This design comes from an exercise in tuning for small area on the open sky130 flow, not from production work. In this exercise RTL edits were held to simulation tests only and were not proved equivalent to the original. No activity file was given, so power comes from the tool's default toggle rates.

## run 1
==> flow/design.v (excerpt) <==
module swls_top (
  input  logic        clk_i,
  input  logic        rst_ni,
  input  logic        start,
  output logic        busy,
  input  logic [1:0]  req_action,
  input  logic [31:0] req_value,
  output logic        rsp_valid_o,
  output logic [1:0]  rsp_status,
  output logic [31:0] rsp_popped_value,
  output logic        rsp_found,
  output logic [3:0]  rsp_found_index,
  output logic [31:0] rsp_top_value,
  output logic [4:0]  rsp_entry_count,
  output logic        rsp_is_empty
);
For scale: roughly 570 flip-flops, about 120 I/O pins, about 13000 um^2 of cells after synthesis.
==> flow/config.mk <==
export PLATFORM = sky130hd
export DESIGN_NAME = swls_top
export DESIGN_NICKNAME = swls_top
export VERILOG_FILES = /design/flow/design.v
export SDC_FILE = /design/flow/constraint.sdc
export NUM_CORES = 4
export LEC_CHECK = 0
export CAP_MARGIN = 20
export CORE_MARGIN = 2
export CORE_UTILIZATION = 60
export PLACE_DENSITY = 0.85
export SLEW_MARGIN = 20
export SYNTH_HIERARCHICAL = 1
==> flow/constraint.sdc <==
create_clock -name core_clock -period 5.0 [get_ports {clk_i}]
set_input_delay 1.0000 -clock core_clock [delete_from_list [all_inputs] [get_ports {clk_i}]]
set_output_delay 1.0000 -clock core_clock [all_outputs]
set_load 0.01 [all_outputs]
standard.sh (not shown) runs the stock make flow with config.mk's settings and CLKGATE_MAP_FILE= SYNTH_SCRIPT=/design/flow/synth_recipe.tcl, a recipe that flattens the netlist after the stock synthesis.
==> flow/flow/run.sh <==
#!/bin/bash
# The standard ORFS layout (standard.sh, with the standard flow's synthesis script), with
# these changes to how the layout is made:
#  - synthesis maps logic with an area-oriented ABC script (abc_area_nf.script,
#    ABC's &nf -a mapper, without ABC's buffering and resizing); flip-flops are
#    mapped by Yosys before ABC as usual, so the registers are the standard
#    synthesis's. ORFS reads this script from SCRIPTS_DIR, so the flow runs
#    from a copy of ORFS's scripts folder with only that file replaced;
#  - each input and output port gets a buf_1 as its port buffer;
#  - the clock tree uses clkbuf_4 with sink clusters of up to 12 flip-flops
#    (40 um across), and no dummy loads.
# make's full output goes to flow_make.log here; ORFS keeps each tool's log
# under orfs/logs.
set -euo pipefail
here=$(pwd)
rm -rf "$here/scripts_copy"
cp -r "$FLOW_HOME/scripts" "$here/scripts_copy"
cp "$here/flow/abc_area_nf.script" "$here/scripts_copy/abc_speed.script"
bash standard.sh \
  "SCRIPTS_DIR=$here/scripts_copy" \
  "BUFFER_PORTS_ARGS=-buffer_cell sky130_fd_sc_hd__buf_1" \
  "CTS_ARGS=-sink_clustering_enable -repair_clock_nets -dont_use_dummy_load -buf_list {sky130_fd_sc_hd__clkbuf_4} -sink_clustering_size 12 -sink_clustering_max_diameter 40" \
  finish > flow_make.log 2>&1
==> flow/flow/abc_area_nf.script <==
strash
&get -n
&st
&dch
&nf -a
&put
topo
For run 2, these inputs were changed with respect to run 1:
Settings: PLACE_DENSITY: 0.85 -> unset; CORE_UTILIZATION: 60 -> 45.
--- a/flow/flow/run.sh
+++ b/flow/flow/run.sh
@@ -8,6 +8,6 @@
 #    from a copy of ORFS's scripts folder with only that file replaced;
 #  - each input and output port gets a buf_1 as its port buffer;
-#  - the clock tree uses clkbuf_4 with sink clusters of up to 12 flip-flops
-#    (40 um across), and no dummy loads.
+#  - the clock tree uses clkbuf_8 with sink clusters of up to 20 flip-flops
+#    (60 um across), and no dummy loads.
 # make's full output goes to flow_make.log here; ORFS keeps each tool's log
 # under orfs/logs.
@@ -20,4 +20,4 @@
   "SCRIPTS_DIR=$here/scripts_copy" \
   "BUFFER_PORTS_ARGS=-buffer_cell sky130_fd_sc_hd__buf_1" \
-  "CTS_ARGS=-sink_clustering_enable -repair_clock_nets -dont_use_dummy_load -buf_list {sky130_fd_sc_hd__clkbuf_4} -sink_clustering_size 12 -sink_clustering_max_diameter 40" \
+  "CTS_ARGS=-sink_clustering_enable -repair_clock_nets -dont_use_dummy_load -buf_list {sky130_fd_sc_hd__clkbuf_8} -sink_clustering_size 20 -sink_clustering_max_diameter 60" \
   finish > flow_make.log 2>&1
Results
From run 1 to run 2 the numbers moved as follows: initial antenna violation count went down 1; met3 track demand over resource in global routing fell 1.0 points; area growth from synthesis to layout went up by 1.6 points; internal power component climbed about 3%; final period demand of the worst path down 0.18 ns. Re overall power after layout: run 2 is about 2.8% up on run 1.
### run 2 -> run 3
Settings: putting PLACE_DENSITY at 0.85 where nothing was set; swapping 45 for 60 in CORE_UTILIZATION.
==> notes.md <==
Relative to run 2, internal power component has gone down in run 3.
Run 3 against run 2: number of fillers in the final layout saw a decrease, area added between synthesis and finish shrank by 1.2 points, wire length went up, total power went down 0.95%, relative slew slack -0.32 points.

## separate check: timing with driven ports
No port has a modelled driver above. Below, the same layouts with a new extraction and two added sets of constraints.
Step 1, drivers: a clkbuf_16 drives clk_i and a buf_2 each remaining input, both assumed.
Step 2 adds t to the input delays and takes it off the output delays; t is the mean of the earliest and latest rising clock arrival at the registers after step 1. Input paths then give back, and output paths get back, about the clock's delay inside the block.
Three values: ideal ports, drivers, drivers and shift; two values: the first two.
run	shift t [ns]	setup slack, ns	clock arrival spread, ns	pins driven straight from the clock port
run 1	0.693	1.149 / 1.110 / 1.803	0.079 / 0.080	1
run 2	0.558	1.327 / 1.287 / 1.845	0.076 / 0.076	1
run 3	0.567	1.306 / 1.267 / 1.833	0.060 / 0.059	1
After both steps setup and hold are still met in every run listed.
